Source: an optimization exercise on an open RTL-to-GDS flow (aim: small area and a short achievable clock period). Production flows keep margins and buffers that such runs may drop.
RTL that was checked went through simulation tests only; none was proved equivalent to the original.
Only the layout flow was run in runs 1 and 7; the RTL was not checked for function there.
No activity file was given, so power comes from the tool's default toggle rates.

===== design.v =====
module pcmAoi222 (
    input  logic a1, a2, b1, b2, c1, c2,
    output logic y
);
    assign y = !((a1 && a2) || (b1 && b2) || (c1 && c2));
endmodule
module pcmAo22 (
    input  logic a1, a2, b1, b2,
    output logic y
);
    assign y = (a1 && a2) || (b1 && b2);
endmodule
module pcmAnd2 (
    input  logic a, b,
    output logic y
);
    assign y = a && b;
endmodule
module pcmMux2i (
    input  logic a0, a1, s,
    output logic y
);
    assign y = !(s ? a1 : a0);
endmodule
module portalChannelFifo #(
    parameter int WIDTH = 32,
    parameter bit INV   = 1'b0    
) (
    input  logic             CLK,
    input  logic             RST_N,
    input  logic [WIDTH-1:0] enqData,
    input  logic             enq,
    input  logic             deq,
    output logic [WIDTH-1:0] first,
    output logic             notEmpty,
    output logic             notFull,
    output logic             full
);
    logic [WIDTH-1:0] head;
    logic [WIDTH-1:0] buffer [7];
    logic [7:0]       occ;       
    logic             doEnq, doDeq, up, dn;
    logic             headLoad, headFromIn, bufShift;
    logic [6:0]       rdSel;
    logic [WIDTH-1:0] headNext, inData;
    assign notEmpty = occ[0];
    assign notFull  = !occ[7];
    assign full     = occ[7];
    assign first    = head;
    assign inData   = INV ? ~enqData : enqData;
    assign doEnq = enq && !occ[7];
    assign doDeq = deq && occ[0];
    assign up    = doEnq && !doDeq;
    assign dn    = doDeq && !doEnq;
    assign headFromIn = !occ[1] && (!occ[0] || deq);
    assign headLoad   = (doEnq && headFromIn) || (doDeq && occ[1]);
    assign bufShift   = doEnq && !headFromIn;
    for (genvar k = 0; k < 6; k++) begin : gSel
        assign rdSel[k] = occ[k+1] && !occ[k+2];
    end
    assign rdSel[6] = occ[7];
    always_comb begin
        headNext = occ[1] ? '0 : inData;
        for (int k = 0; k < 7; k++)
            headNext = headNext | (buffer[k] & {WIDTH{rdSel[k]}});
    end
    always_ff @(posedge CLK) begin
        if (headLoad) head <= headNext;
        if (bufShift) begin
            buffer[0] <= inData;
            for (int k = 1; k < 7; k++) buffer[k] <= buffer[k-1];
        end
    end
    always_ff @(posedge CLK or negedge RST_N) begin
        if (!RST_N)
            occ <= '0;
        else if (up)
            occ <= {occ[6:0], 1'b1};
        else if (dn)
            occ <= {1'b0, occ[7:1]};
    end
endmodule
module portal_channel_mux #(
    parameter int WIDTH = 32,
    parameter int NREQ  = 3,
    parameter int NIND  = 2,
    parameter int DEPTH = 8,
    parameter int SELW  = 2
) (
    input  logic                  CLK,
    input  logic                  RST_N,
    input  logic [WIDTH-1:0]      request_v,
    input  logic                  EN_request,
    input  logic [SELW-1:0]       select_request,
    output logic                  RDY_request,
    output logic                  request_not_full,
    output logic [WIDTH-1:0]      indication_data,
    input  logic                  EN_indication,
    input  logic [SELW-1:0]       select_indication,
    output logic                  RDY_indication,
    output logic                  indication_not_empty,
    input  logic [NIND-1:0]       ind_intr_mask,
    output logic [31:0]           ind_intr_channel,
    output logic [15:0]           drop_count,
    output logic [NREQ*WIDTH-1:0] req_first,
    output logic [NREQ-1:0]       req_valid,
    input  logic [NREQ-1:0]       req_deq,
    input  logic [NIND*WIDTH-1:0] ind_enq_v,
    input  logic [NIND-1:0]       ind_enq,
    output logic [NIND-1:0]       ind_not_full
);
    logic [NREQ-1:0][WIDTH-1:0] reqFirst;
    logic [NREQ-1:0]            reqNotEmpty, reqNotFull, reqFull, reqEnq;
    logic [NIND-1:0][WIDTH-1:0] indFirst;
    logic [NIND-1:0]            indNotEmpty, indNotFull, indDeq;
    logic        reqDrop;
    logic        indSelNotEmpty, indDrop;
    logic [15:0] dropCount;
    logic [1:0]  intrChannel;
    for (genvar i = 0; i < NREQ; i++) begin : gReq
        portalChannelFifo #(.WIDTH(WIDTH)) uFifo (
            .CLK      (CLK),
            .RST_N    (RST_N),
            .enqData  (request_v),
            .enq      (reqEnq[i]),
            .deq      (req_deq[i]),
            .first    (reqFirst[i]),
            .notEmpty (reqNotEmpty[i]),
            .notFull  (reqNotFull[i]),
            .full     (reqFull[i])
        );
        assign reqEnq[i] = EN_request && (select_request == SELW'(i));
    end
    for (genvar i = 0; i < NIND; i++) begin : gInd
        portalChannelFifo #(.WIDTH(WIDTH), .INV(1'b1)) uFifo (
            .CLK      (CLK),
            .RST_N    (RST_N),
            .enqData  (ind_enq_v[i*WIDTH +: WIDTH]),
            .enq      (ind_enq[i]),
            .deq      (indDeq[i]),
            .first    (indFirst[i]),
            .notEmpty (indNotEmpty[i]),
            .notFull  (indNotFull[i]),
            .full     ()
        );
        assign indDeq[i] = EN_indication && (select_indication == SELW'(i));
    end
    assign req_first    = reqFirst;
    assign req_valid    = reqNotEmpty;
    assign ind_not_full = indNotFull;
    logic [2:0] reqDec;
    logic       reqNotSink;
    assign reqDec[0]  = !select_request[1] && !select_request[0];
    assign reqDec[1]  = !select_request[1] &&  select_request[0];
    assign reqDec[2]  =  select_request[1] && !select_request[0];
    assign reqNotSink = !(select_request[1] && select_request[0]);
    pcmAoi222 uRdyReq (
        .a1(reqDec[0]), .a2(reqFull[0]),
        .b1(reqDec[1]), .b2(reqFull[1]),
        .c1(reqDec[2]), .c2(reqFull[2]),
        .y (RDY_request)
    );
    pcmAnd2 uReqNotFull (.a(RDY_request), .b(reqNotSink), .y(request_not_full));
    assign reqDrop = EN_request && !request_not_full;
    logic [1:0] indDec;
    assign indDec[0] = !select_indication[1] && !select_indication[0];
    assign indDec[1] = !select_indication[1] &&  select_indication[0];
    pcmAo22 uRdyInd (
        .a1(indDec[0]), .a2(indNotEmpty[0]),
        .b1(indDec[1]), .b2(indNotEmpty[1]),
        .y (indSelNotEmpty)
    );
    for (genvar b = 0; b < WIDTH; b++) begin : gIndData
        pcmMux2i uMux (
            .a0(indFirst[0][b]), .a1(indFirst[1][b]), .s(select_indication[0]),
            .y (indication_data[b])
        );
    end
    assign RDY_indication       = indSelNotEmpty;
    assign indication_not_empty = indSelNotEmpty;
    assign indDrop              = EN_indication && !indSelNotEmpty;
    always_ff @(posedge CLK or negedge RST_N) begin
        if (!RST_N)
            dropCount <= '0;
        else if ((reqDrop || indDrop) && (dropCount != 16'hFFFF))
            dropCount <= dropCount + 16'd1;
    end
    assign drop_count = dropCount;
    always_ff @(posedge CLK or negedge RST_N) begin
        if (!RST_N) begin
            intrChannel <= '0;
        end else begin
            intrChannel[0] <= indNotEmpty[0] && ind_intr_mask[0];
            intrChannel[1] <= !(indNotEmpty[0] && ind_intr_mask[0]) &&
                              indNotEmpty[1] && ind_intr_mask[1];
        end
    end
    assign ind_intr_channel = {30'd0, intrChannel};
endmodule

===== flow/run.sh =====
#!/bin/bash
# Standard ORFS layout (the standard.sh) with plain buf_2 cells as the port buffers.
# Each ORFS step writes its full log under orfs/logs; make's own output goes to standard.log.
export BUFFER_PORTS_ARGS="-buffer_cell sky130_fd_sc_hd__buf_2"
bash standard.sh > standard.log 2>&1

===== standard.sh =====
#!/bin/bash
# synth_recipe.tcl (not shown) runs the flow's synth.tcl, then flattens the netlist and writes it again
# the make line also repeats each setting of config.mk as NAME=value (left out here)
make -C /OpenROAD-flow-scripts/flow DESIGN_CONFIG=/design/flow/config.mk WORK_HOME=/design/flow/orfs CLKGATE_MAP_FILE= SYNTH_SCRIPT=/design/flow/synth_recipe.tcl "${@:-finish}"

===== config.mk =====
export PLATFORM = sky130hd
export DESIGN_NAME = portal_channel_mux
export DESIGN_NICKNAME = portal_channel_mux
export VERILOG_FILES = /design/flow/design.v
export SDC_FILE = /design/flow/constraint.sdc
export NUM_CORES = 4
export LEC_CHECK = 0
export CAP_MARGIN = 20
export CORE_MARGIN = 2
export CORE_UTILIZATION = 40
export PLACE_DENSITY = 0.6
export SETUP_SLACK_MARGIN = 2.0
export SLEW_MARGIN = 20
export SYNTH_HIERARCHICAL = 1
export SYNTH_MINIMUM_KEEP_SIZE = 0

===== constraint.sdc =====
create_clock -name core_clock -period 4.2 [get_ports {CLK}]
set_input_delay 0.8400 -clock core_clock [delete_from_list [all_inputs] [get_ports {CLK}]]
set_output_delay 0.8400 -clock core_clock [all_outputs]
set_load 0.01 [all_outputs]

==> qor.csv, run 1 <==
metric,value,unit
final std cells w/o fill,4801,
vias,27505,
final WL,125,mm
Max Slew Vio Count,0,
Worst setup SP type,flip-flop,
port buffer count,265,
vias in the first global route,26455,
CTS Sinks,1338,
Static Leak,19.7,nW
TritonCTS clock tree,yes,
Hold Path Class,in -> async,
Max Cap Viol,0,
Least-Margin Pin Slew,1170,ps
Crit path required time,3360,ps
HPWL Detailed,71.1,mm
"most common cell after layout, fill and taps aside",edfxtp_1,
Area Overhead vs Synth,17.6,%
H-tree Lvls,4,
Rel. slew slack,21.7,%
final worst slack,1400,ps
first-pass GRT wire length,180,mm
worst r2r src,gReq[0].uFifo.occ[7]$_DFFE_PN0P_,
chip height,356,µm
vias per std cell,5.73,
# rows,129,
I/O Pins,296,
"Cell Area, Synth",49600,µm²
fin nets,3167,
crit-path max cell delay,490,ps
Antenna Violating Nets Remaining,0,
root buffer cell,clkbuf_16,
aggregate negative setup slack,0,ps
Final setup viols,0,
worst reg-to-reg setup slack,2040,ps
Global Route Usage Sum,19.2,%
"Data arrival, critical path",1960,ps
yosys warns,11,
unrepaired setup endpoints after global routing,true,
critical path's slowest cell,dfrtp_2,
# hold bufs at CTS,0,
Placed Cells incl. Taps,4483,
clock buffer count from CTS,141,
status,finished clean,
Cells after Synth,2674,
fin crit share,66.6,%
CP Capture Type,output pin,
Wirelength per Cell,26.0,µm
Initial Utilization,40.2,%
Crit Path Category,reg -> out,
pwr dens,609,nW/µm²
clock latency on the worst-skew pair,760,ps
core area,123000,µm²
grt ovf,0,
clk slew on worst S/H paths,60,ps
initial antenna violation count,13,
final count of hold timing violations,0,
Setup Skew,26.8,ps
# DRC,0,
largest net degree at the start of global routing,99,
Crit Path Max Fanout,2,
Setup crit start,gReq[0].uFifo.occ[7]$_DFFE_PN0P_,
utilization of the core after routing,47.3,%
total power draw,0.0355,W
Die Span X,356,µm
dpl ws,1050,ps
fmax,357,MHz
peak supply drop,0.000601,V
Die ar.,127000,µm²
share of cells above drive strength 1,23.5,%
clock buffer depth,3,
Placer Congestion,0.775,
most frequent cells in the layout,"1280 x edfxtp_1, 244 x buf_2, 177 x a222oi_1, 163 x nand3_1, 160 x a22oi_1",
CP Buf/Inv Count,1,
syn_area_per_cell,18.6,µm²
DR pass1 iterations,6,
Worst path top cell family by delay,flip-flops,
initial drt markers,4174,
crit-path cells,a222oi_1 -> and2_1 -> buf_2,
Tmin final,2800,ps
[worst register-to-register path: cells and delay by family (launching register included)]
kind,cells,cell delay [ps]
AND/OR/NAND/NOR,3,910
flip-flops,1,480
XOR/XNOR,1,190
AO/OA/AOI/OAI,2,490
[area by class of cell]
class | instances | area, µm²
inverter | 70 | 273
timing repair buffer | 388 | 2880
multi-input combinational | 1111 | 8690
antenna | 5 | 12.5
clock buffer | 172 | 3720
sequential | 1338 | 39900
fill | 10375 | 65100
clock inverter | 80 | 811
tap | 1637 | 2050
[registers in the layout, indices dropped and copies added, names as in the netlist]
signal / flops
dropCount: 16
gInd.uFifo.buffer: 448
gInd.uFifo.head: 64
gInd.uFifo.occ: 16
gReq.uFifo.buffer: 672
gReq.uFifo.head: 96
gReq.uFifo.occ: 24
intrChannel: 2
[power by group]
group	leakage [nW]	internal (W)	total (W)	switching [W]
Clock	2.20	0.00712	0.0123	0.00517
Sequential	12.5	0.0171	0.0181	0.00109
Combinational	5.00	0.00177	0.00511	0.00334
[path summary, 6_finish.rpt]
| check | end | depth (start not counted) |
|---|---|---|
| min | gReq[1].uFifo.occ[3]$_DFFE_PN0P_ | 1 |
| max in group asynchronous | gInd[0].uFifo.occ[1]$_DFFE_PN0P_ | 1 |
| min reg2reg | gInd[0].uFifo.buffer[1][29]$_DFFE_PP_ | 0 |
| max | request_not_full | 3 |
| min in group core_clock | intrChannel[1]$_DFF_PN0_ | 3 |
| max reg2reg | dropCount[15]$_DFFE_PN0P_ | 6 |
[through the flow]
step           instance area, µm²  hold WS (ps)
2_1_floorplan               49800           418
5_1_grt                     58300           212
6_report                    58300           166
4_1_cts                     58100           172
3_5_place_dp                52800           427
3_3_place_gp                52800           420
[per-layer routing]
layer	global-route usage (%)	up-vias	part of all wire, %
li1	-	11867	-
met3	5.69	187	11
met2	28.0	1438	44
met4	7.29	14	3.2
met1	27.1	13999	42
met5	0	-	0.066
[what timing repair did]
| action | in CTS | in global routing |
|---|---|---|
| setup buffers | 39 | 7 |
| endpoints found under the setup margin | 767 | 595 |
| pin swaps | 3 | 2 |
| cloned | 10 | 5 |
| gates resized for setup | 64 | 38 |
==> run 2, diff against run 1 <==
--- a/design.v
+++ b/design.v
@@ -1,7 +1,19 @@
-module pcmAoi222 (
-    input  logic a1, a2, b1, b2, c1, c2,
-    output logic y
-);
-    assign y = !((a1 && a2) || (b1 && b2) || (c1 && c2));
+module pcmNand2 (
+    input  logic a, b,
+    output logic y
+);
+    assign y = !(a && b);
+endmodule
+module pcmAnd3 (
+    input  logic a, b, c,
+    output logic y
+);
+    assign y = a && b && c;
+endmodule
+module pcmAnd4 (
+    input  logic a, b, c, d,
+    output logic y
+);
+    assign y = a && b && c && d;
 endmodule
 module pcmAo22 (
@@ -10,10 +22,4 @@
 );
     assign y = (a1 && a2) || (b1 && b2);
-endmodule
-module pcmAnd2 (
-    input  logic a, b,
-    output logic y
-);
-    assign y = a && b;
 endmodule
 module pcmMux2i (
@@ -155,11 +161,13 @@
     assign reqDec[2]  =  select_request[1] && !select_request[0];
     assign reqNotSink = !(select_request[1] && select_request[0]);
-    pcmAoi222 uRdyReq (
-        .a1(reqDec[0]), .a2(reqFull[0]),
-        .b1(reqDec[1]), .b2(reqFull[1]),
-        .c1(reqDec[2]), .c2(reqFull[2]),
-        .y (RDY_request)
+    logic [2:0] reqHold;
+    for (genvar i = 0; i < NREQ; i++) begin : gReqHold
+        pcmNand2 uHold (.a(reqDec[i]), .b(reqFull[i]), .y(reqHold[i]));
+    end
+    pcmAnd3 uRdyReq (.a(reqHold[0]), .b(reqHold[1]), .c(reqHold[2]), .y(RDY_request));
+    pcmAnd4 uReqNotFull (
+        .a(reqHold[0]), .b(reqHold[1]), .c(reqHold[2]), .d(reqNotSink),
+        .y(request_not_full)
     );
-    pcmAnd2 uReqNotFull (.a(RDY_request), .b(reqNotSink), .y(request_not_full));
     assign reqDrop = EN_request && !request_not_full;
     logic [1:0] indDec;
--- a/config.mk
+++ b/config.mk
@@ -9,4 +9,6 @@
 export CORE_MARGIN = 2
 export CORE_UTILIZATION = 40
+export CTS_CLUSTER_DIAMETER = 80
+export CTS_CLUSTER_SIZE = 28
 export PLACE_DENSITY = 0.6
 export SETUP_SLACK_MARGIN = 2.0
==> run 2 against run 1 <==
Effect of this change:
- maximum frequency grew 14%
- cell area shrank 4.1%
- die area is essentially flat
- non-clock buffer count shrank 8
- critical endpoint unchanged
- synthesized cell count grew 0.11%
- still clean on timing, DRC and antenna
- combinational power shrank 2%
==> qor.csv, run 2 <==
metric,value,unit,change
R2R depth,5,,-1
vias,26869,,-2.3%
final WL,119,mm,-4.9%
core area,123000,µm²,unchanged
# rows,129,,unchanged
first-pass GRT wire length,172,mm,-4.5%
share of cells above drive strength 1,21.4,%,-2.1 points
sw frac,28.2,%,+1.2 points
Initial Utilization,40.2,%,about the same
Crit Path Category,reg -> out,,
syn_area_per_cell,18.5,µm²,about the same
pwr dens,553,nW/µm²,-9.2%
final count of hold timing violations,0,,unchanged
clock latency on the worst-skew pair,690,ps,-70 ps
Seq pwr share,58.5,%,+7.5 points
TritonCTS clock tree,yes,,
CP Capture Type,output pin,,
Final setup viols,0,,unchanged
Crit Path Max Fanout,2,,unchanged
Max Slew Vio Count,0,,unchanged
fin nets,3088,,-2.5%
Hold Slack,261,ps,+94.6 ps
root buffer cell,clkbuf_16,,
Placer Congestion,0.782,,+0.83%
Die Span X,356,µm,about the same
Cells after Synth,2677,,+0.11%
power share of the combinational group,16.2,%,+1.8 points
chip height,356,µm,about the same
Wirelength per Cell,25.5,µm,-2.0%
CTS Sinks,1338,,unchanged
Worst setup SP type,flip-flop,,
crit path capture,request_not_full,,
Tmin final,2460,ps,-342 ps
Biggest register,gReq.uFifo.buffer,,
biggest regs,"gReq.uFifo.buffer (672), gInd.uFifo.buffer (448), gReq.uFifo.head (96)",,
I/O Pins,296,,unchanged
DR pass1 iterations,10,,+4
# hold bufs at CTS,0,,unchanged
Crit path required time,3360,ps,about the same
worst reg-to-reg setup slack,2080,ps,+40 ps
worst r2r src,gInd[1].uFifo.occ[7]$_DFFE_PN0P_,,
unrepaired setup endpoints after global routing,true,,
r2r endpoint,gInd[1].uFifo.head[29]$_DFFE_PP_,,
port buffer count,265,,unchanged
"most common cell after layout, fill and taps aside",edfxtp_1,,
status,finished clean,,
clock buffer depth,3,,unchanged
"Cell Area, Synth",49600,µm²,about the same
fmax,407,MHz,+14%
Max Cap Viol,0,,unchanged
"Data arrival, critical path",1620,ps,-340 ps
vias per std cell,5.77,,+0.73%
peak supply drop,0.000390,V,-35%
HPWL Detailed,69.1,mm,-2.7%
aggregate negative setup slack,0,ps,unchanged
Hold Path Class,in -> async,,
vias in the first global route,25562,,-3.4%
fin crit share,58.5,%,-8.2 points
Area Overhead vs Synth,12.8,%,
clock buffer count from CTS,66,,-53%
utilization of the core after routing,45.3,%,-1.9 points
Rel. slew slack,27.7,%,+6.0 points
Setup Skew,52.2,ps,+25.4 ps
yosys warns,11,,unchanged
Global Route Usage Sum,18.1,%,-1.1 points
max reg flops,672,,unchanged
Sw Pwr,0.00872,W,-9.2%
Die ar.,127000,µm²,about the same
Least-Margin Pin Slew,1080,ps,-89.8 ps
Setup crit start,gReq[0].uFifo.occ[7]$_DFFE_PN0P_,,
most frequent cells in the layout,"1280 x edfxtp_1, 256 x buf_2, 176 x a222oi_1, 163 x nand3_1, 160 x a22oi_1",,
initial antenna violation count,20,,+7
clk slew on worst S/H paths,100,ps,+40 ps
initial drt markers,4019,,-3.7%
H-tree Lvls,3,,-1
Cell Int Power,0.0222,W,-14%
Static Leak,18.5,nW,-6.0%
Clock Power Share,25.3,%,-9.3 points
Antenna Violating Nets Remaining,0,,unchanged
largest net degree at the start of global routing,141,,+42%
# DRC,0,,unchanged
grt ovf,0,,unchanged
==> run 2: worst min-delay path by stage <==
stage	from	endpoint	slack, ps	depth (start not counted)
4_1_cts	RST_N	gInd[0].uFifo.occ[2]$_DFFE_PN0P_	300	1
3_5_place_dp	gReq[1].uFifo.buffer[0][25]$_DFFE_PP_	gReq[1].uFifo.buffer[1][25]$_DFFE_PP_	430	0
2_1_floorplan	gReq[0].uFifo.buffer[0][11]$_DFFE_PP_	gReq[0].uFifo.buffer[1][11]$_DFFE_PP_	420	0
3_3_place_gp	gReq[1].uFifo.buffer[0][9]$_DFFE_PP_	gReq[1].uFifo.buffer[1][9]$_DFFE_PP_	420	0
6_report	RST_N	intrChannel[0]$_DFF_PN0_	260	1
5_1_grt	RST_N	dropCount[8]$_DFFE_PN0P_	310	1
==> run 2: power groups by stage <==
| stage | sequential (W) | clock (W) | combinational [W] |
|---|---|---|---|
| 2_1_floorplan | 0.0179 | 0 | 0.00294 |
| 3_3_place_gp | 0.0184 | 0 | 0.00459 |
| 3_5_place_dp | 0.0184 | 0 | 0.00467 |
| 4_1_cts | 0.0181 | 0.00803 | 0.00488 |
| 5_1_grt | 0.0183 | 0.00848 | 0.00542 |
| 6_report | 0.0181 | 0.00784 | 0.00500 |
==> run 2: area by class of cell <==
class	instances	area, µm²
inverters	70	277
repair buffers	380	2760
clock inverters	26	444
fillers	10620	67500
multi-input cells	1115	8720
well taps	1637	2050
clock buffers	84	1790
flip-flops and latches	1338	39900
diodes	6	15.0
==> run 2: per-layer routing <==
| metal | part of all wire [%] | routed length, µm | up-vias | track usage [%] |
|---|---|---|---|---|
| met5 | 0.12 | 144 | - | 0 |
| met4 | 3.0 | 3540 | 20 | 6.02 |
| met3 | 9.3 | 11100 | 167 | 3.91 |
| met2 | 45 | 53900 | 1270 | 26.9 |
| met1 | 42 | 50200 | 13786 | 26.4 |
| li1 | - | - | 11626 | - |
==> run 2: timing repair <==
item / in CTS / in global routing
gates cloned: 10 / 3
pin swaps: 3 / 4
setup endpoints to repair: 1135 / 357
buffers inserted: 23 / 21
resized for setup: 56 / 24
==> run 2: stage by stage <==
stage / instance area (µm²) / setup WS (ps) / power (W) / std cells
2_1_floorplan: 49800 / 894 / 0.0209 / 2706
3_3_place_gp: 52800 / 1090 / 0.0230 / 4482
3_5_place_dp: 52800 / 1060 / 0.0231 / 4482
4_1_cts: 55600 / 1720 / 0.0310 / 4625
5_1_grt: 56000 / 1700 / 0.0322 / 4653
6_report: 56000 / 1740 / 0.0310 / 4656
==> run 2: worst max-delay path, cell delays in order, from the launching register on <==
cell	delay, ps
dfrtp_4	540
nand2_2	80
and4_4	210
buf_6	120
==> run 3, diff against run 2 <==
==> flow/run.sh (replaced) <==
#!/bin/bash
# Standard ORFS layout (the standard.sh) with two changes:
#  - port buffers are plain buf_2 cells instead of the resizer's default pick;
#  - CTS inserts no dummy balancing loads.
# Each ORFS step writes its full log under orfs/logs; make's own output goes to standard.log.
export BUFFER_PORTS_ARGS="-buffer_cell sky130_fd_sc_hd__buf_2"
export CTS_ARGS="-sink_clustering_enable -repair_clock_nets -sink_clustering_size 28 -sink_clustering_max_diameter 80 -dont_use_dummy_load"
bash standard.sh > standard.log 2>&1
==> run 3 against run 2 <==
Effect of this change:
- combinational power is 3% lower
- routed wire length shrank 0.60%
- cell count fell by 1.2%
- sequential power is essentially flat
- cell area is 1.3% lower
- maximum frequency is 1.1% higher
- first-iteration DRC count is 2.9% higher
- flip-flop and latch count unchanged
- global-route usage down 0.11 points
- power decreased by 3.9%
- count of clock-buffer cells in the layout decreased by 18
==> qor.csv, run 3 <==
metric,value,unit,change
crit-path max cell delay,550,ps,about the same
clock latency on the worst-skew pair,690,ps,about the same
worst r2r src,gReq[1].uFifo.occ[7]$_DFFE_PN0P_,,
initial drt markers,4136,,+2.9%
worst reg-to-reg setup slack,2040,ps,-40 ps
initial antenna violation count,21,,+5.0%
CTS Sinks,1338,,unchanged
aggregate negative setup slack,0,ps,unchanged
"Cell Area, Synth",49600,µm²,unchanged
fin crit share,57.9,%,-0.65 points
peak supply drop,0.000395,V,+1.1%
root buffer cell,clkbuf_16,,
Static Leak,18.2,nW,-1.8%
clock buffer count from CTS,66,,unchanged
final count of hold timing violations,0,,unchanged
Seq pwr share,60.9,%,+2.4 points
Placer Congestion,0.782,,unchanged
Wirelength per Cell,25.7,µm,+0.63%
chip height,356,µm,unchanged
Crit Path Max Fanout,3,,+1
Rel. slew slack,26.2,%,-1.5 points
H-tree Lvls,3,,unchanged
Initial Utilization,40.2,%,unchanged
unrepaired setup endpoints after global routing,true,,
critical path's slowest cell,dfrtp_4,,
R2R depth,5,,unchanged
grt ovf,0,,unchanged
final WL,118,mm,-0.60%
syn_area_per_cell,18.5,µm²,unchanged
utilization of the core after routing,44.7,%,-0.59 points
max reg flops,672,,unchanged
sw frac,27.6,%,-0.59 points
Least-Margin Pin Slew,1110,ps,+25.3 ps
"Data arrival, critical path",1590,ps,-30 ps
fmax,412,MHz,+1.1%
largest net degree at the start of global routing,141,,unchanged
core area,123000,µm²,unchanged
Clock Power Share,22.8,%,-2.5 points
Antenna Violating Nets Remaining,0,,unchanged
Setup Skew,112,ps,+60.2 ps
yosys warns,11,,unchanged
crit-path cells,nand2_2 -> and4_4 -> buf_6,,
Area Overhead vs Synth,11.3,%,
Worst setup SP type,flip-flop,,
status,finished clean,,
Die Span X,356,µm,unchanged
share of cells above drive strength 1,20.1,%,-1.3 points
# DRC,0,,unchanged
Max Slew Vio Count,0,,unchanged
clock buffer depth,3,,unchanged
HPWL Detailed,69.1,mm,unchanged
Sw Pwr,0.00820,W,-5.9%
Cells after Synth,2677,,unchanged
Cell Int Power,0.0216,W,-3.1%
vias per std cell,5.81,,+0.76%
Crit Path Category,reg -> out,,
fin nets,3074,,-0.45%
I/O Pins,296,,unchanged
Die ar.,127000,µm²,unchanged
Global Route Usage Sum,18.0,%,-0.11 points
Max Cap Viol,0,,unchanged
vias in the first global route,25415,,-0.58%
TritonCTS clock tree,yes,,
Hold Path Class,in -> async,,
Setup crit start,gReq[0].uFifo.occ[7]$_DFFE_PN0P_,,
Tmin final,2430,ps,-27.1 ps
DR pass1 iterations,10,,unchanged
biggest regs,"gReq.uFifo.buffer (672), gInd.uFifo.buffer (448), gReq.uFifo.head (96)",,
first-pass GRT wire length,170,mm,-0.76%
most frequent cells in the layout,"1280 x edfxtp_1, 256 x buf_2, 176 x a222oi_1, 163 x nand3_1, 160 x a22oi_1",,
pwr dens,539,nW/µm²,-2.6%
"most common cell after layout, fill and taps aside",edfxtp_1,,
power share of the combinational group,16.3,%,about the same
vias,26741,,-0.48%
port buffer count,265,,unchanged
# rows,129,,unchanged
Biggest register,gReq.uFifo.buffer,,
clk slew on worst S/H paths,100,ps,about the same
r2r endpoint,gReq[1].uFifo.buffer[0][5]$_DFFE_PP_,,
Crit path required time,3360,ps,about the same
CP Capture Type,output pin,,
Final setup viols,0,,unchanged
run 3: worst max-delay path: cells and delay by family (launching register included):
| kind | cells | cell delay, ps |
|---|---|---|
| buffers and inverters | 1 | 120 |
| flip-flops | 1 | 550 |
| AND/OR/NAND/NOR | 2 | 290 |
run 3: worst max path at each step:
| stage | depth (start not counted) | endpoint | slack [ps] |
|---|---|---|---|
| global route | 3 | request_not_full | 1730 |
| global placement | 5 | gInd[0].uFifo.buffer[1][20]$_DFFE_PP_ | 1090 |
| floorplan | 4 | gReq[2].uFifo.buffer[0][0]$_DFFE_PP_ | 890 |
| finish | 3 | request_not_full | 1770 |
| CTS | 3 | request_not_full | 1760 |
| detailed placement | 5 | gInd[0].uFifo.buffer[6][27]$_DFFE_PP_ | 1060 |
run 3: routing by layer:
metal	vias to the layer above	global-route usage, %	part of all wire, %
met1	13696	26.3	42
met4	20	5.96	3.0
met3	175	4.02	9.6
met5	-	0	0.12
met2	1298	26.6	45
li1	11552	-	-
run 3: power by group through the flow:
stage / Clock [W] / Combinational, W / Sequential (W)
floorplan: 0 / 0.00294 / 0.0179
global placement: 0 / 0.00459 / 0.0184
detailed placement: 0 / 0.00467 / 0.0184
CTS: 0.00696 / 0.00479 / 0.0181
global route: 0.00740 / 0.00528 / 0.0183
finish: 0.00678 / 0.00486 / 0.0181
run 3: final cells by class:
class / count / area, µm²
Antenna cell: 7 / 17.5
Sequential cell: 1338 / 39900
Clock buffer: 66 / 1650
Tap cell: 1637 / 2050
Fill cell: 10645 / 68200
Multi-Input combinational cell: 1116 / 8720
Inverter: 70 / 277
Timing Repair Buffer: 365 / 2620
run 3: per-stage QoR:
step,cell area (µm²),total power (W),setup slack (ps),cells,hold slack [ps]
2_1_floorplan,49800,0.0209,894,2706,418
3_3_place_gp,52800,0.0230,1090,4482,421
3_5_place_dp,52800,0.0231,1060,4482,428
4_1_cts,55000,0.0299,1760,4575,305
5_1_grt,55200,0.0310,1730,4596,337
6_report,55300,0.0298,1770,4599,295
run 3: timing repair:
action,4_1_cts,5_1_grt
hold buffers,0,0
endpoints found under the setup margin,1134,389
pin swaps,4,2
gates cloned,9,5
setup buffers,18,12
gates resized for setup,51,23
==> run 4, diff against run 3 <==
--- a/design.v
+++ b/design.v
@@ -28,4 +28,22 @@
 );
     assign y = !(s ? a1 : a0);
+endmodule
+module pcmAo22Hold (
+    input  logic a1, a2, b1, b2,
+    output logic y
+);
+    assign y = (a1 && a2) || (b1 && b2);
+endmodule
+module pcmAoi222 (
+    input  logic a1, a2, b1, b2, c1, c2,
+    output logic y
+);
+    assign y = !((a1 && a2) || (b1 && b2) || (c1 && c2));
+endmodule
+module pcmNand3 (
+    input  logic a, b, c,
+    output logic y
+);
+    assign y = !(a && b && c);
 endmodule
 module portalChannelFifo #(
@@ -43,11 +61,12 @@
     output logic             full
 );
-    logic [WIDTH-1:0] head;
-    logic [WIDTH-1:0] buffer [7];
-    logic [7:0]       occ;       
+    logic [WIDTH-1:0] head, headNext, inData;
+    logic [WIDTH-1:0] buffer  [7];
+    logic [WIDTH-1:0] bufNext [7];
+    logic [7:0]       occ;
     logic             doEnq, doDeq, up, dn;
-    logic             headLoad, headFromIn, bufShift;
+    logic             headLoad, headFromIn, bufShift, bufHold;
     logic [6:0]       rdSel;
-    logic [WIDTH-1:0] headNext, inData;
+    logic [8:0]       hSel;      
     assign notEmpty = occ[0];
     assign notFull  = !occ[7];
@@ -62,19 +81,40 @@
     assign headLoad   = (doEnq && headFromIn) || (doDeq && occ[1]);
     assign bufShift   = doEnq && !headFromIn;
+    assign bufHold    = !bufShift;
     for (genvar k = 0; k < 6; k++) begin : gSel
         assign rdSel[k] = occ[k+1] && !occ[k+2];
     end
     assign rdSel[6] = occ[7];
-    always_comb begin
-        headNext = occ[1] ? '0 : inData;
-        for (int k = 0; k < 7; k++)
-            headNext = headNext | (buffer[k] & {WIDTH{rdSel[k]}});
+    for (genvar k = 0; k < 7; k++) begin : gHSel
+        assign hSel[k] = headLoad && rdSel[k];
+    end
+    assign hSel[7] = headLoad && !occ[1];
+    assign hSel[8] = !headLoad;
+    for (genvar b = 0; b < WIDTH; b++) begin : gBit
+        logic [2:0] t;
+        pcmAoi222 uT0 (
+            .a1(hSel[0]), .a2(buffer[0][b]), .b1(hSel[1]), .b2(buffer[1][b]),
+            .c1(hSel[2]), .c2(buffer[2][b]), .y(t[0])
+        );
+        pcmAoi222 uT1 (
+            .a1(hSel[3]), .a2(buffer[3][b]), .b1(hSel[4]), .b2(buffer[4][b]),
+            .c1(hSel[5]), .c2(buffer[5][b]), .y(t[1])
+        );
+        pcmAoi222 uT2 (
+            .a1(hSel[6]), .a2(buffer[6][b]), .b1(hSel[7]), .b2(inData[b]),
+            .c1(hSel[8]), .c2(head[b]), .y(t[2])
+        );
+        pcmNand3 uHead (.a(t[0]), .b(t[1]), .c(t[2]), .y(headNext[b]));
+        for (genvar k = 0; k < 7; k++) begin : gBuf
+            pcmAo22Hold uHold (
+                .a1(bufShift), .a2(k == 0 ? inData[b] : buffer[k-1][b]),
+                .b1(bufHold),  .b2(buffer[k][b]),
+                .y (bufNext[k][b])
+            );
+        end
     end
     always_ff @(posedge CLK) begin
-        if (headLoad) head <= headNext;
-        if (bufShift) begin
-            buffer[0] <= inData;
-            for (int k = 1; k < 7; k++) buffer[k] <= buffer[k-1];
-        end
+        head <= headNext;
+        for (int k = 0; k < 7; k++) buffer[k] <= bufNext[k];
     end
     always_ff @(posedge CLK or negedge RST_N) begin
==> run 4 against run 3 <==
Effect of this change:
- core utilization rose by 2.6 points
- largest cell class unchanged
- critical endpoint is now indication_data[24]
- critical path depth rose by 1
- synthesized cell count rose by 33%
- clock power fell by 5.5%
- cell count rose by 21%
- register-to-register slack got worse by 230 ps
- critical path type is now in -> out
==> qor.csv, run 4 <==
metric,value,unit,change
fmax,401,MHz,-2.5%
share of cells above drive strength 1,15.8,%,-4.3 points
largest net degree at the start of global routing,225,,+60%
sequential share of the synthesized area,59.3,%,
Max Cap Viol,0,,unchanged
root buffer cell,clkbuf_16,,
syn_area_per_cell,12.8,µm²,-31%
GR Util met1,30.1,%,+3.8 points
Crit path required time,3360,ps,about the same
TritonCTS clock tree,yes,,
fin crit share,59.3,%,+1.5 points
"most common cell after layout, fill and taps aside",dfxtp_1,,
final count of hold timing violations,0,,unchanged
Setup Skew,82.7,ps,-29.7 ps
# rows,123,,-4.7%
Die ar.,117000,µm²,-7.9%
met3 Track Usage GR,3.88,%,-0.14 points
vias per std cell,6.50,,+12%
Die Span X,342,µm,-4.0%
"flops & latches, synth",1338,,
Area Overhead vs Synth,17.2,%,
first-pass GRT wire length,207,mm,+21%
Global Route Usage Sum,22.4,%,+4.4 points
core area,113000,µm²,-8.5%
M2 GR Usage,36.3,%,+9.6 points
"count leader, synth",dfxtp_1,,
Crit Path Max Fanout,8,,+5
ys async rst share,4.33,%,
worst reg-to-reg setup slack,1810,ps,-230 ps
"Data arrival, critical path",1650,ps,+60 ps
clock latency on the worst-skew pair,710,ps,+20 ps
"Cell Area, Synth",45700,µm²,-8.0%
peak supply drop,0.000358,V,-9.2%
DR pass1 iterations,9,,-1
chip height,342,µm,-4.0%
Worst setup SP type,input port,,
Initial Utilization,40.4,%,+0.24 points
initial drt markers,5676,,+37%
final worst slack,1710,ps,-61.6 ps
Post-synth top cells,"1280 x dfxtp_1, 1121 x a22o_1, 480 x a222oi_1",,
dpl ws,701,ps,-358 ps
Seq pwr share,57.3,%,-3.6 points
"EDFF count, synth",0,,
clk slew on worst S/H paths,80,ps,-20 ps
Max Slew Vio Count,0,,unchanged
yosys warns,15,,+4
Clock Power Share,19.4,%,-3.4 points
Crit Path Category,in -> out,,
Least-Margin Pin Slew,986,ps,-122 ps
max reg flops,672,,unchanged
"Top FF cell, synth",dfxtp_1,,
Yosys cell types,43,,
final WL,144,mm,+22%
Hold Path Class,in -> async,,
power share of the combinational group,23.3,%,+7.0 points
Biggest register,gReq.uFifo.buffer,,
Tmin final,2490,ps,+61.6 ps
clock buffer depth,3,,unchanged
HPWL Detailed,75.5,mm,+9.2%
unrepaired setup endpoints after global routing,true,,
R2R depth,11,,+6
Post-DP Area,50000,µm²,-5.4%
Sw Pwr,0.0106,W,+29%
# DRC,0,,unchanged
port buffer count,265,,unchanged
Final setup viols,0,,unchanged
pwr dens,617,nW/µm²,+15%
biggest regs,"gReq.uFifo.buffer (672), gInd.uFifo.buffer (448), gReq.uFifo.head (96)",,
Yosys top cell area share,56.1,%,
vias in the first global route,33035,,+30%
Antenna Violating Nets Remaining,0,,unchanged
Placer Congestion,0.784,,+0.27%
"area leader, netlist",dfxtp_1,,
clock buffer count from CTS,59,,-11%
status,finished clean,,
post-route cell area,53500,µm²,-3.1%
initial antenna violation count,13,,-38%
Rel. slew slack,34.3,%,+8.1 points
Area contributors post-synth,"dfxtp_1 56%, a22o_1 21%, a222oi_1 11%",,
Wirelength per Cell,26.0,µm,+1.3%
most frequent cells in the layout,"1264 x dfxtp_1, 1120 x a22o_1, 480 x a222oi_1, 241 x buf_2, 160 x nand3_1",,
gr busiest metal,met2,,
CTS Sinks,1338,,unchanged
H-tree Lvls,2,,-1
vias,36041,,+35%
Static Leak,21.0,nW,+15%
I/O Pins,296,,unchanged
fin nets,4163,,+35%
Cell Int Power,0.0224,W,+4.2%
Cells after Synth,3565,,+33%
grt ovf,0,,unchanged
sw frac,32.0,%,+4.5 points
CP Capture Type,output pin,,
## run 4: through the flow
step / std cells / util, % / total power, W / setup TNS, ps / hold slack, ps
2_1_floorplan: 3594 / - / 0.0232 / -101210 / 438
3_3_place_gp: 5383 / 44.2 / 0.0261 / 0 / 451
3_5_place_dp: 5383 / 44.2 / 0.0262 / 0 / 453
4_1_cts: 5495 / 46.7 / 0.0329 / 0 / 353
5_1_grt: 5544 / 47.4 / 0.0347 / 0 / 201
6_report: 5547 / 47.4 / 0.0330 / 0 / 179
## run 4: cells by family (layout without fill, tap and decap cells)
group / after synthesis / after routing / synth area share, %
AO/OA/AOI/OAI: 1689 / 1702 / 33.6
XOR/XNOR: 14 / 14 / 0.268
adder cells (fa/ha/maj): 6 / 6 / 0.164
buffers and inverters: 150 / 586 / 1.73
flip-flops: 1338 / 1338 / 59.3
multiplexers: 64 / 64 / 1.42
other: 1 / 33 / 0.00821
AND/OR/NAND/NOR: 303 / 304 / 3.51
## run 4: path summary, 6_finish.rpt
check                                              startpoint                                 end
setup / recovery                         select_indication[0]                 indication_data[24]
hold / removal                                          RST_N    gReq[1].uFifo.occ[3]$_DFFE_PN0P_
setup reg to reg             gReq[2].uFifo.occ[7]$_DFFE_PN0P_       gReq[2].uFifo.head[3]$_DFF_P_
hold reg to reg            gReq[0].uFifo.buffer[5][3]$_DFF_P_  gReq[0].uFifo.buffer[6][3]$_DFF_P_
max in group asynchronous                               RST_N    gReq[0].uFifo.occ[3]$_DFFE_PN0P_
min in group core_clock                      ind_intr_mask[1]            intrChannel[1]$_DFF_PN0_
## run 4: Yosys stat by module (local to each module, per instance), a selection
module	area, µm²	cells inside	flip-flops and latches
pcmMux2i	10.0	1	0
portal_channel_mux	1220	123	18
pcmAo22	8.76	1	0
pcmAnd4	8.76	1	0
pcmAoi222	10.0	1	0
pcmNand3	5.00	1	0
pcmAnd3	6.26	1	0
pcmAo22Hold	8.76	1	0
pcmNand2	3.75	1	0
## run 4: repair_timing
item	CTS	global route
buffers inserted	33	29
setup endpoints to repair	943	520
hold buffers	0	0
gates resized for setup	159	103
pin swaps	19	68
cloned	20	20
## run 4: power by group through the flow
stage          sequential (W)  clock, W  combinational (W)
3_3_place_gp           0.0191         0            0.00699
3_5_place_dp           0.0191         0            0.00715
2_1_floorplan          0.0182         0            0.00494
6_report               0.0189   0.00641            0.00770
4_1_cts                0.0189   0.00660            0.00740
5_1_grt                0.0193   0.00701            0.00835
## run 4: metal layers
layer,routed length (µm),vias to the layer above
met5,134,-
met4,4630,20
met3,13400,207
met2,66300,1653
met1,59900,17895
li1,-,16266
## run 4: critical path: stages
cell     delay (ps)
buf_16          130
buf_16          180
mux2i_2         290
buf_2           180
## run 4: area by class of cell
cell class	count	area [µm²]
Sequential cell	1338	27100
Clock buffer	59	1480
Multi-Input combinational cell	2120	18800
Antenna cell	3	7.51
Inverter	94	355
Fill cell	10282	59400
Timing Repair Buffer	433	3890
Tap cell	1500	1880
==> run 5, diff against run 4 <==
--- a/config.mk
+++ b/config.mk
@@ -12,5 +12,5 @@
 export CTS_CLUSTER_SIZE = 28
 export PLACE_DENSITY = 0.6
-export SETUP_SLACK_MARGIN = 2.0
+export SETUP_SLACK_MARGIN = 1.35
 export SLEW_MARGIN = 20
 export SYNTH_HIERARCHICAL = 1
==> run 5 against run 4 <==
Effect of this change:
- largest power group unchanged
- cell count is 1.9% lower
- critical endpoint is now gReq[0].uFifo.head[31]$_DFF_P_
- register-to-register slack worse by 260 ps
- routed wire length is 8.7% lower
- flip-flop and latch count stayed put
- sequential power hardly changed
==> qor.csv, run 5 <==
metric,value,unit,change
fin crit share,66.7,%,+7.4 points
"Data arrival, critical path",3420,ps,+1770 ps
Max Slew Vio Count,0,,unchanged
Least-Margin Pin Slew,1110,ps,+126 ps
Rel. slew slack,25.9,%,-8.4 points
final count of hold timing violations,0,,unchanged
port buffer count,265,,unchanged
# DRC,0,,unchanged
CTS Sinks,1338,,unchanged
most frequent cells in the layout,"1280 x dfxtp_1, 1121 x a22o_1, 480 x a222oi_1, 264 x buf_2, 160 x nand3_1",,
Die ar.,117000,µm²,unchanged
pwr dens,629,nW/µm²,+2.0%
Die Span X,342,µm,unchanged
Cell Int Power,0.0221,W,-1.4%
Area contributors post-synth,"dfxtp_1 56%, a22o_1 21%, a222oi_1 11%",,
share of cells above drive strength 1,11.9,%,-3.9 points
clk slew on worst S/H paths,90,ps,about the same
"Setup Fix Bufs, Post-CTS",0,,-100%
Seq pwr share,58.2,%,+0.9 points
Crit Path Category,in -> reg,,
Initial Utilization,40.4,%,unchanged
Area Overhead vs Synth,12.6,%,
core area,113000,µm²,unchanged
ys async rst share,4.33,%,unchanged
peak supply drop,0.000356,V,-0.65%
# hold bufs at CTS,0,,unchanged
Cells after Synth,3565,,unchanged
Final setup viols,0,,unchanged
Yosys cell types,43,,unchanged
"Top FF cell, synth",dfxtp_1,,
Max Cap Viol,0,,unchanged
R2R depth,4,,-7
Post-synth top cells,"1280 x dfxtp_1, 1121 x a22o_1, 480 x a222oi_1",,
# rows,123,,unchanged
clock buffer count from CTS,59,,unchanged
max reg flops,672,,unchanged
Post-Synth XOR/XNOR Area,0.268,%,unchanged
sw frac,31.7,%,-0.35 points
"most common cell after layout, fill and taps aside",dfxtp_1,,
"EDFF count, synth",0,,unchanged
vias in the first global route,32393,,-1.9%
Setup Skew,79.8,ps,-2.94 ps
grt ovf,0,,unchanged
compound-cell area share of the yosys netlist,33.6,%,unchanged
"area leader, netlist",dfxtp_1,,
utilization of the core after routing,45.6,%,-1.8 points
fin nets,4061,,-2.5%
H-tree Lvls,2,,unchanged
Global Route Usage Sum,21.3,%,-1.0 points
power share of the combinational group,22.1,%,-1.2 points
vias,34931,,-3.1%
Sw Pwr,0.0103,W,-3.0%
DR pass1 iterations,10,,+1
multiplexer area fraction after synthesis,1.42,%,unchanged
Adder-Cell Fraction of Synth Area,0.164,%,unchanged
unrepaired setup endpoints after global routing,false,,
CP Capture Type,flip-flop,,
Crit path required time,4820,ps,+1460 ps
I/O Pins,296,,unchanged
TritonCTS clock tree,yes,,
Biggest register,gReq.uFifo.buffer,,
fmax,357,MHz,-11%
first-pass GRT wire length,198,mm,-4.0%
Worst setup SP type,input port,,
Antenna Violating Nets Remaining,0,,unchanged
final WL,132,mm,-8.7%
Hold Path Class,in -> async,,
Tmin final,2800,ps,+312 ps
worst r2r src,gReq[2].uFifo.occ[7]$_DFFE_PN0P_,,
Setup crit start,select_request[1],,
initial drt markers,5021,,-12%
Placed Cells incl. Taps,5383,,unchanged
largest family of logic cells by synthesized area,compound AO/OA/AOI/OAI gates,,
syn_area_per_cell,12.8,µm²,unchanged
clock buffer depth,3,,unchanged
vias per std cell,6.42,,-1.2%
root buffer cell,clkbuf_16,,
Crit Path Max Fanout,32,,+24
yosys warns,15,,unchanged
"flops & latches, synth",1338,,unchanged
"count leader, synth",dfxtp_1,,
Wirelength per Cell,24.2,µm,-6.9%
Placer Congestion,0.784,,unchanged
Clock Power Share,19.7,%,+0.3 points
aggregate negative setup slack,0,ps,unchanged
HPWL Detailed,75.5,mm,unchanged
clock latency on the worst-skew pair,700,ps,about the same
initial antenna violation count,14,,+1
biggest regs,"gReq.uFifo.buffer (672), gInd.uFifo.buffer (448), gReq.uFifo.head (96)",,
"Cell Area, Synth",45700,µm²,unchanged
largest net degree at the start of global routing,225,,unchanged
Yosys top cell area share,56.1,%,unchanged
sequential share of the synthesized area,59.3,%,unchanged
final std cells w/o fill,5443,,-1.9%
chip height,342,µm,unchanged
post-synthesis simple-gate area fraction,3.51,%,unchanged
status,finished clean,,
Static Leak,20.2,nW,-3.9%
-- run 5: cell counts after synthesis --
No cell type changed its count.
-- run 5: final cells by class --
| class | instances | area [µm²] |
|---|---|---|
| inverter | 94 | 353 |
| tap | 1500 | 1880 |
| fill | 10480 | 61500 |
| sequential | 1338 | 27100 |
| multi-input combinational | 2106 | 18400 |
| clock buffer | 59 | 1480 |
| antenna | 1 | 2.50 |
| timing repair buffer | 345 | 2230 |
-- run 5: cells by family (layout without fill, tap and decap cells) --
family	Yosys count	after routing
flip-flops	1338	1338
AO/OA/AOI/OAI	1689	1689
adder cells (fa/ha/maj)	6	6
multiplexers	64	64
XOR/XNOR	14	14
other	1	31
AND/OR/NAND/NOR	303	303
buffers and inverters	150	498
-- run 5: path summary, 6_finish.rpt --
check,end,slack (ps)
worst max register to register,gReq[2].uFifo.head[31]$_DFF_P_,1550
max in group asynchronous,gReq[0].uFifo.occ[3]$_DFFE_PN0P_,3420
worst max-delay path,gReq[0].uFifo.head[31]$_DFF_P_,1400
worst min-delay path,gReq[1].uFifo.occ[3]$_DFFE_PN0P_,170
min in group core_clock,intrChannel[1]$_DFF_PN0_,410
worst min register to register,gReq[0].uFifo.buffer[6][3]$_DFF_P_,430
-- run 5: through the flow --
step	setup slack, ps	cell area [µm²]	hold WS (ps)	total power (W)
2_1_floorplan	-230	45900	438	0.0232
3_3_place_gp	765	50000	451	0.0261
3_5_place_dp	701	50000	453	0.0262
4_1_cts	1410	51400	353	0.0326
5_1_grt	1360	51500	200	0.0341
6_report	1400	51500	171	0.0324
-- run 5: repair_timing --
action                                  in CTS  in global routing
hold endpoints to repair                     0                  0
gates cloned                                 0                  0
endpoints found under the setup margin      32                  4
resized for setup                            3                  3
-- run 5: per-module statistics from Yosys (local to each module, per instance), excerpt --
| module | cells inside | copies in the design | area, µm² | flops+latches |
|---|---|---|---|---|
| pcmAnd4 | 1 | 1 | 8.76 | 0 |
| pcmAo22 | 1 | 1 | 8.76 | 0 |
| pcmMux2i | 1 | 32 | 10.0 | 0 |
| pcmNand2 | 1 | 3 | 3.75 | 0 |
| pcmNand3 | 1 | 160 | 5.00 | 0 |
| portal_channel_mux | 123 | 1 | 1220 | 18 |
-- run 5: power by group through the flow --
stage | Clock, W | Combinational (W) | Sequential, W
6_report | 0.00639 | 0.00714 | 0.0189
5_1_grt | 0.00701 | 0.00782 | 0.0193
4_1_cts | 0.00660 | 0.00717 | 0.0188
3_5_place_dp | 0 | 0.00715 | 0.0191
3_3_place_gp | 0 | 0.00699 | 0.0191
2_1_floorplan | 0 | 0.00494 | 0.0182
-- run 5: worst max-delay path, cell delays in order --
cell	delay, ps
buf_2	130
nor3b_1	490
or3b_1	680
a2111oi_4	440
buf_4	500
a222oi_1	180
nand3_1	130
-- run 5: routing by layer --
metal / vias up / global-route usage [%] / routed length (µm) / share of wire (%)
met4: 20 / 8.33 / 4920 / 3.7
met3: 185 / 3.86 / 10700 / 8.1
li1: 15991 / - / - / -
met1: 17417 / 29.4 / 56800 / 43
met2: 1318 / 33.2 / 59400 / 45
met5: - / 0 / 137 / 0.10
==> run 6, diff against run 5 <==
--- a/config.mk
+++ b/config.mk
@@ -8,9 +8,9 @@
 export CAP_MARGIN = 20
 export CORE_MARGIN = 2
-export CORE_UTILIZATION = 40
+export CORE_UTILIZATION = 60
 export CTS_CLUSTER_DIAMETER = 80
 export CTS_CLUSTER_SIZE = 28
-export PLACE_DENSITY = 0.6
-export SETUP_SLACK_MARGIN = 1.35
+export PLACE_DENSITY = 0.7
+export SETUP_SLACK_MARGIN = 2.0
 export SLEW_MARGIN = 20
 export SYNTH_HIERARCHICAL = 1
==> run 6 against run 5 <==
Effect of this change:
- area after synthesis stayed put
- hold slack worse by 11 ps
- cell count is 7.3% lower
- clock power is 3.8% lower
- largest power group unchanged
- critical path depth is 3 lower
- critical endpoint is now indication_data[5]
- highest routed layer unchanged
- count of clock-buffer cells in the layout is 4 lower
- via count is 6.7% higher
- first-iteration DRC count is 29% higher
- maximum frequency is 13% higher
==> qor.csv, run 6 <==
metric,value,unit,change
status,finished clean,,
Yosys cell types,43,,unchanged
Global Route Usage Sum,32.8,%,+11 points
initial antenna violation count,13,,-1
grt ovf,0,,unchanged
syn_area_per_cell,12.8,µm²,unchanged
FF/Latch Area,27100,µm²,+0.10%
Multi-input gate area,18900,µm²,+2.4%
clock buffer count from CTS,55,,-6.8%
Least-Margin Pin Slew,993,ps,-118 ps
worst reg-to-reg setup slack,1820,ps,+270 ps
gr busiest metal,met2,,
fin crit share,59.1,%,-7.7 points
yosys warns,15,,unchanged
max reg flops,672,,unchanged
Yosys top cell area share,56.1,%,unchanged
Post-Synth XOR/XNOR Area,0.268,%,unchanged
first-pass GRT wire length,204,mm,+3.0%
"flops & latches, synth",1338,,unchanged
DR pass1 iterations,9,,-1
final count of hold timing violations,0,,unchanged
peak supply drop,0.000444,V,+25%
Wirelength per Cell,28.4,µm,+17%
Crit path required time,3360,ps,-1460 ps
final WL,143,mm,+8.5%
multiplexer area fraction after synthesis,1.42,%,unchanged
TritonCTS clock tree,yes,,
Area contributors post-synth,"dfxtp_1 56%, a22o_1 21%, a222oi_1 11%",,
clock buffer depth,3,,unchanged
post-route cell area,53300,µm²,+3.6%
root buffer cell,clkbuf_16,,
Crit Path Category,in -> out,,
Area Overhead vs Synth,16.7,%,
largest family of logic cells by synthesized area,compound AO/OA/AOI/OAI gates,,
"area leader, netlist",dfxtp_1,,
clock latency on the worst-skew pair,660,ps,-40 ps
# rows,101,,-18%
Initial Utilization,60.4,%,+20 points
"count leader, synth",dfxtp_1,,
Static Leak,21.1,nW,+4.7%
final worst slack,1720,ps,+322 ps
"Cell Area, Synth",45700,µm²,unchanged
fin nets,4177,,+2.9%
fmax,403,MHz,+13%
Crit Path Max Fanout,7,,-78%
Placed Cells incl. Taps,4848,,-9.9%
H-tree Lvls,2,,unchanged
CTS Sinks,1338,,unchanged
Antenna Violating Nets Remaining,0,,unchanged
chip height,280,µm,-18%
final std cells w/o fill,5043,,-7.3%
initial drt markers,6477,,+29%
"Top FF cell, synth",dfxtp_1,,
crit-path max cell delay,310,ps,-370 ps
# DRC,0,,unchanged
port buffer count,265,,unchanged
met3 Track Usage GR,4.78,%,+0.92 points
Placer Congestion,0.850,,+8.4%
Final setup viols,0,,unchanged
Worst setup SP type,input port,,
Post-synth top cells,"1280 x dfxtp_1, 1121 x a22o_1, 480 x a222oi_1",,
"EDFF count, synth",0,,unchanged
Tmin final,2480,ps,-322 ps
vias in the first global route,35085,,+8.3%
largest net degree at the start of global routing,225,,unchanged
clk slew on worst S/H paths,110,ps,+20 ps
GR Util met1,42.5,%,+13 points
Max Cap Viol,0,,unchanged
most frequent cells in the layout,"1277 x dfxtp_1, 1121 x a22o_1, 480 x a222oi_1, 249 x buf_2, 160 x nand3_1",,
vias per std cell,7.39,,+15%
Hold Path Class,in -> async,,
vias,37272,,+6.7%
core area,75700,µm²,-33%
crit-path cells,buf_16 -> buf_12 -> mux2i_4 -> buf_2,,
Post-DP Area,49200,µm²,-1.6%
Biggest register,gReq.uFifo.buffer,,
Cells after Synth,3565,,unchanged
Die Span X,280,µm,-18%
sequential share of the synthesized area,59.3,%,unchanged
Die ar.,78400,µm²,-33%
Fill cells,5338,,-49%
biggest regs,"gReq.uFifo.buffer (672), gInd.uFifo.buffer (448), gReq.uFifo.head (96)",,
unrepaired setup endpoints after global routing,true,,
pwr dens,620,nW/µm²,-1.5%
Setup Skew,51.9,ps,-27.9 ps
aggregate negative setup slack,0,ps,unchanged
"Data arrival, critical path",1640,ps,-1780 ps
critical path's slowest cell,mux2i_4,,
# hold bufs at CTS,0,,unchanged
total power draw,0.0330,W,+2.0%
share of cells above drive strength 1,16.1,%,+4.1 points
I/O Pins,296,,unchanged
post-synthesis simple-gate area fraction,3.51,%,unchanged
ys async rst share,4.33,%,unchanged
M2 GR Usage,53.0,%,+20 points
Max Slew Vio Count,0,,unchanged
dpl ws,710,ps,+8.58 ps
"most common cell after layout, fill and taps aside",dfxtp_1,,
HPWL Detailed,75.1,mm,-0.59%
CP Capture Type,output pin,,
Adder-Cell Fraction of Synth Area,0.164,%,unchanged
Rel. slew slack,33.8,%,+7.9 points
compound-cell area share of the yosys netlist,33.6,%,unchanged
## run 6: area by class of cell
cell class                 instances  share of cell area [%]
multi-input combinational       2121                    35.4
clock buffer                      55                    2.58
sequential                      1338                    50.9
inverter                          94                   0.662
antenna                            7                  0.0329
tap                              978                    2.30
timing repair buffer             450                    8.16
## run 6: worst max-delay path, delay by kind of cell
kind                   cells  cell delay, ps
buffers and inverters      3             480
multiplexers               1             310
## run 6: cells by family (layout without fill, tap and decap cells)
| logic type | count (synthesis) | in the layout |
|---|---|---|
| flip-flops | 1338 | 1338 |
| adder cells (fa/ha/maj) | 6 | 6 |
| XOR/XNOR | 14 | 14 |
| AO/OA/AOI/OAI | 1689 | 1703 |
| AND/OR/NAND/NOR | 303 | 304 |
| multiplexers | 64 | 64 |
| buffers and inverters | 150 | 599 |
| other | 1 | 37 |
## run 6: through the flow
stage | utilization, % | hold WS (ps)
finish | 70.4 | 160
global route | 70.4 | 204
CTS | 68.8 | 359
detailed placement | 65.0 | 453
global placement | 65.0 | 450
floorplan | - | 438
## run 6: metal layers
layer | vias up | wire [µm]
met1 | 18593 | 53600
li1 | 16305 | -
met5 | - | 49
met4 | 8 | 7780
met3 | 326 | 14100
met2 | 2040 | 67600
## run 6: power by group
| part | switching, W | internal [W] |
|---|---|---|
| Clock | 0.00380 | 0.00235 |
| Sequential | 0.00292 | 0.0161 |
| Combinational | 0.00395 | 0.00392 |
| Total | 0.0107 | 0.0224 |
## run 6: per-module statistics from Yosys, one instance, submodules excluded, a selection
| module | area (µm²) | flops+latches |
|---|---|---|
| pcmAnd3 | 6.26 | 0 |
| pcmAnd4 | 8.76 | 0 |
| pcmAo22 | 8.76 | 0 |
| pcmAo22Hold | 8.76 | 0 |
| pcmAoi222 | 10.0 | 0 |
| pcmMux2i | 10.0 | 0 |
| pcmNand2 | 3.75 | 0 |
| pcmNand3 | 5.00 | 0 |
| portal_channel_mux | 1220 | 18 |
## run 6: path summary, 6_finish.rpt
path,start,to,cells after the start
hold / removal,RST_N,dropCount[15]$_DFFE_PN0P_,1
setup / recovery,select_indication[0],indication_data[5],4
min in group core_clock,ind_intr_mask[1],intrChannel[1]$_DFF_PN0_,3
setup reg to reg,gReq[2].uFifo.occ[7]$_DFFE_PN0P_,gReq[2].uFifo.head[29]$_DFF_P_,10
max in group asynchronous,RST_N,gReq[2].uFifo.occ[7]$_DFFE_PN0P_,2
hold reg to reg,gInd[0].uFifo.buffer[4][21]$_DFF_P_,gInd[0].uFifo.buffer[5][21]$_DFF_P_,1
## run 6: what timing repair did
item / in CTS / in global routing
gates cloned: 26 / 31
setup endpoints to repair: 1101 / 743
endpoints found under the hold margin: 0 / 0
pin swaps: 24 / 87
gates resized for setup: 173 / 123
setup buffers: 35 / 41
==> run 7, diff against run 6 <==
--- a/design.v
+++ b/design.v
@@ -87,7 +87,7 @@
     assign rdSel[6] = occ[7];
     for (genvar k = 0; k < 7; k++) begin : gHSel
-        assign hSel[k] = headLoad && rdSel[k];
-    end
-    assign hSel[7] = headLoad && !occ[1];
+        assign hSel[k] = deq && rdSel[k];
+    end
+    assign hSel[7] = enq && !occ[1] && (!occ[0] || deq);
     assign hSel[8] = !headLoad;
     for (genvar b = 0; b < WIDTH; b++) begin : gBit
--- a/config.mk
+++ b/config.mk
@@ -8,9 +8,9 @@
 export CAP_MARGIN = 20
 export CORE_MARGIN = 2
-export CORE_UTILIZATION = 60
+export CORE_UTILIZATION = 40
 export CTS_CLUSTER_DIAMETER = 80
 export CTS_CLUSTER_SIZE = 28
-export PLACE_DENSITY = 0.7
-export SETUP_SLACK_MARGIN = 2.0
+export PLACE_DENSITY = 0.6
+export SETUP_SLACK_MARGIN = 1.7
 export SLEW_MARGIN = 20
 export SYNTH_HIERARCHICAL = 1
==> run 7 against run 6 <==
Effect of this change:
- via count is 6.0% lower
- critical path depth is 2 higher
- routed wire length is 7.6% lower
- largest cell class unchanged
- cell count is 8.5% higher
- sequential power is 6% higher
- die area is 49% higher
- global-route usage is 11 points lower
- critical path type is now in -> reg
- cell area is 3.8% lower
==> qor.csv, run 7 <==
metric,value,unit,change
Worst setup SP type,input port,,
vias per std cell,6.40,,-13%
clock latency on the worst-skew pair,670,ps,about the same
most frequent cells in the layout,"1280 x dfxtp_1, 1120 x a22o_1, 480 x a222oi_1, 261 x buf_2, 165 x nand3_1",,
post-synthesis simple-gate area fraction,4.26,%,+0.75 points
"area leader, netlist",dfxtp_1,,
vias in the first global route,32136,,-8.4%
Cells after Synth,3580,,+0.42%
Max Cap Viol,0,,unchanged
Max Slew Vio Count,0,,unchanged
"Data arrival, critical path",3080,ps,+1440 ps
CTS Sinks,1338,,unchanged
Yosys cell types,45,,+4.7%
yosys warns,15,,unchanged
Final setup viols,0,,unchanged
clk slew on worst S/H paths,100,ps,about the same
"most common cell after layout, fill and taps aside",dfxtp_1,,
unrepaired setup endpoints after global routing,true,,
Die Span X,341,µm,+22%
Die ar.,116000,µm²,+49%
Setup Skew,100,ps,+48.3 ps
crit-path max cell delay,470,ps,+160 ps
HPWL Detailed,73.4,mm,-2.3%
Hold Path Class,in -> async,,
# DRC,0,,unchanged
final count of hold timing violations,0,,unchanged
clock buffer count from CTS,66,,+20%
fin nets,4087,,-2.2%
crit-path cells,buf_2 -> nor3b_4 -> nor2b_2 -> o21ai_4 -> buf_12 -> a22o_1,,
Global Route Usage Sum,21.6,%,-11 points
final WL,132,mm,-7.6%
max reg flops,672,,unchanged
Wirelength per Cell,24.2,µm,-15%
Tmin final,2510,ps,+30.2 ps
biggest regs,"gReq.uFifo.buffer (672), gInd.uFifo.buffer (448), gReq.uFifo.head (96)",,
DR pass1 iterations,11,,+2
CP Capture Type,flip-flop,,
clock buffer depth,3,,unchanged
aggregate negative setup slack,0,ps,unchanged
Rel. slew slack,12.2,%,-22 points
fin crit share,59.8,%,+0.72 points
root buffer cell,clkbuf_16,,
Antenna Violating Nets Remaining,0,,unchanged
fmax,398,MHz,-1.2%
"Top FF cell, synth",dfxtp_1,,
initial drt markers,5560,,-14%
critical path's slowest cell,nor3b_4,,
grt ovf,0,,unchanged
Post-synth top cells,"1280 x dfxtp_1, 1121 x a22o_1, 480 x a222oi_1",,
Area contributors post-synth,"dfxtp_1 56%, a22o_1 22%, a222oi_1 11%",,
share of cells above drive strength 1,12.0,%,-4.0 points
Static Leak,20.9,nW,-1.0%
Fill cells,10445,,+96%
sequential share of the synthesized area,59.5,%,+0.22 points
"count leader, synth",dfxtp_1,,
largest net degree at the start of global routing,225,,unchanged
syn_area_per_cell,12.7,µm²,-0.79%
TritonCTS clock tree,yes,,
"Cell Area, Synth",45500,µm²,-0.38%
I/O Pins,296,,unchanged
Area Overhead vs Synth,12.7,%,
first-pass GRT wire length,199,mm,-2.4%
Crit Path Category,in -> reg,,
initial antenna violation count,7,,-6
multiplexer area fraction after synthesis,0.761,%,-0.65 points
port buffer count,265,,unchanged
H-tree Lvls,3,,+1
pwr dens,694,nW/µm²,+12%
Yosys top cell area share,56.3,%,+0.21 points
Post-Synth XOR/XNOR Area,0.641,%,+0.37 points
"EDFF count, synth",0,,unchanged
Adder-Cell Fraction of Synth Area,0.0275,%,-0.14 points
largest family of logic cells by synthesized area,compound AO/OA/AOI/OAI gates,,
compound-cell area share of the yosys netlist,33.1,%,-0.49 points
vias,35051,,-6.0%
Least-Margin Pin Slew,1320,ps,+324 ps
status,finished clean,,
core area,113000,µm²,+49%
Initial Utilization,40.4,%,-20 points
Crit Path Max Fanout,224,,+217
Placer Congestion,0.788,,-7.3%
final worst slack,1690,ps,-30.2 ps
Crit path required time,4770,ps,+1410 ps
dpl ws,834,ps,+125 ps
# rows,123,,+22%
ys async rst share,4.33,%,unchanged
chip height,341,µm,+22%
"flops & latches, synth",1338,,unchanged
peak supply drop,0.000476,V,+7.3%
Biggest register,gReq.uFifo.buffer,,
==> run 7: modules after synthesis (local to each module, per instance), a selection <==
module | cell area, µm² | flops+latches | cells inside
pcmAo22Hold | 8.76 | 0 | 1
pcmMux2i | 10.0 | 0 | 1
pcmAo22 | 8.76 | 0 | 1
pcmAnd4 | 8.76 | 0 | 1
portal_channel_mux | 1220 | 18 | 123
pcmAnd3 | 6.26 | 0 | 1
pcmNand3 | 5.00 | 0 | 1
pcmAoi222 | 10.0 | 0 | 1
==> run 7: area by class of cell <==
cell class                 instances  area [µm²]  share of cell area [%]
sequential                      1338       27100                    52.8
tap                             1500        1880                    3.66
timing repair buffer             347        2190                    4.28
clock buffer                      66        1650                    3.22
inverter                         104         430                   0.839
multi-input combinational       2118       18000                    35.2
antenna                            1        2.50                 0.00488
==> run 7: final timing paths <==
| kind | from | endpoint | slack (ps) | cells after the start |
|---|---|---|---|---|
| setup reg to reg | gReq[0].uFifo.occ[1]$_DFFE_PN0P_ | gReq[0].uFifo.buffer[5][20]$_DFF_P_ | 1890 | 3 |
| max in group asynchronous | RST_N | gInd[1].uFifo.occ[5]$_DFFE_PN0P_ | 3210 | 2 |
| hold / removal | RST_N | gReq[2].uFifo.occ[1]$_DFFE_PN0P_ | 160 | 1 |
| min in group core_clock | gInd[0].uFifo.buffer[0][16]$_DFF_P_ | gInd[0].uFifo.buffer[1][16]$_DFF_P_ | 450 | 1 |
| setup / recovery | EN_indication | gInd[0].uFifo.buffer[2][26]$_DFF_P_ | 1690 | 6 |
| hold reg to reg | gInd[0].uFifo.buffer[0][16]$_DFF_P_ | gInd[0].uFifo.buffer[1][16]$_DFF_P_ | 450 | 1 |
==> run 7: cell families (layout without fill, tap and decap cells) <==
group                    Yosys count  after routing
other                              1             31
adder cells (fa/ha/maj)            1              1
flip-flops                      1338           1338
AO/OA/AOI/OAI                   1669           1671
XOR/XNOR                          29             29
AND/OR/NAND/NOR                  353            353
multiplexers                      34             34
buffers and inverters            155            517
==> run 7: critical path, delay by kind of cell <==
family                 cells  cell delay, ps
buffers and inverters      2             610
and+or+nand+nor            2             600
AOI/OAI and AO/OA          2             510
==> run 7: per-layer routing <==
metal  global-route usage [%]  vias up  part of all wire (%)
met5                        0        -                 0.061
met1                     29.4    17500                    43
met4                     6.72       12                   3.1
met2                     34.6     1265                    46
met3                     4.03      189                   7.7
li1                         -    16085                     -
==> run 7: stage by stage <==
stage | area (µm²) | std cells | hold slack, ps | power, W | util (%)
6_report | 51300 | 5474 | 161 | 0.0356 | 45.5
5_1_grt | 51300 | 5474 | 159 | 0.0376 | 45.5
4_1_cts | 51200 | 5466 | 328 | 0.0358 | 45.4
3_5_place_dp | 49300 | 5393 | 453 | 0.0288 | 43.8
3_3_place_gp | 49300 | 5393 | 451 | 0.0286 | 43.8
2_1_floorplan | 45700 | 3609 | 438 | 0.0252 | -
==> run 7: repair_timing <==
action                                  in CTS  in global routing
pin swaps                                    2                  1
hold buffers                                 0                  0
gates resized for setup                     31                  9
endpoints found under the setup margin     432                271
buffers inserted                             3                  7
cloned                                       4                  0
==> run 7: report_power, final <==
| part | switching [W] | internal [W] | total, W |
|---|---|---|---|
| combinational | 0.00445 | 0.00416 | 0.00860 |
| clock | 0.00396 | 0.00283 | 0.00679 |
| sequential | 0.00334 | 0.0168 | 0.0202 |
| total | 0.0118 | 0.0238 | 0.0356 |

[what the ideal ports hide]
No port has a modelled driver above. Below, the same layouts with a new extraction and two added sets of constraints. Step 1 (the two cells are an assumption about what drives the block):
set clk [get_ports {CLK}]
set_driving_cell -lib_cell sky130_fd_sc_hd__clkbuf_16 $clk
set_driving_cell -lib_cell sky130_fd_sc_hd__buf_2 [delete_from_list [all_inputs] $clk]
Step 2 also shifts input and output timing later by t, the mid clock arrival at the registers, as if the neighbouring blocks saw the same clock. Slacks: no drivers / after step 1 / after step 2; pairs: no drivers / after step 1.
| run | shift t [ns] | slack for setup (ns) | worst setup path after step 2 | worst register clock-pin slew, ns |
|---|---|---|---|---|
| run 1 | 0.817 | 1.401 / 1.327 / 1.188 | input to register | 0.06 / 0.06 |
| run 2 | 0.738 | 1.743 / 1.592 / 1.367 | input to register | 0.11 / 0.11 |
| run 3 | 0.707 | 1.770 / 1.590 / 1.332 | input to register | 0.11 / 0.11 |
| run 4 | 0.742 | 1.709 / 1.499 / 1.092 | input to register | 0.11 / 0.11 |
| run 5 | 0.740 | 1.397 / 1.258 / 0.710 | input to register | 0.11 / 0.11 |
| run 6 | 0.715 | 1.719 / 1.632 / 1.203 | input to register | 0.11 / 0.11 |
| run 7 | 0.702 | 1.689 / 1.559 / 0.992 | input to register | 0.11 / 0.11 |
After both steps setup and hold are still met in every run listed. For run 7, which loses most, drivers alone change the setup slack by -0.130 ns; drivers and shift together by -0.697 ns.
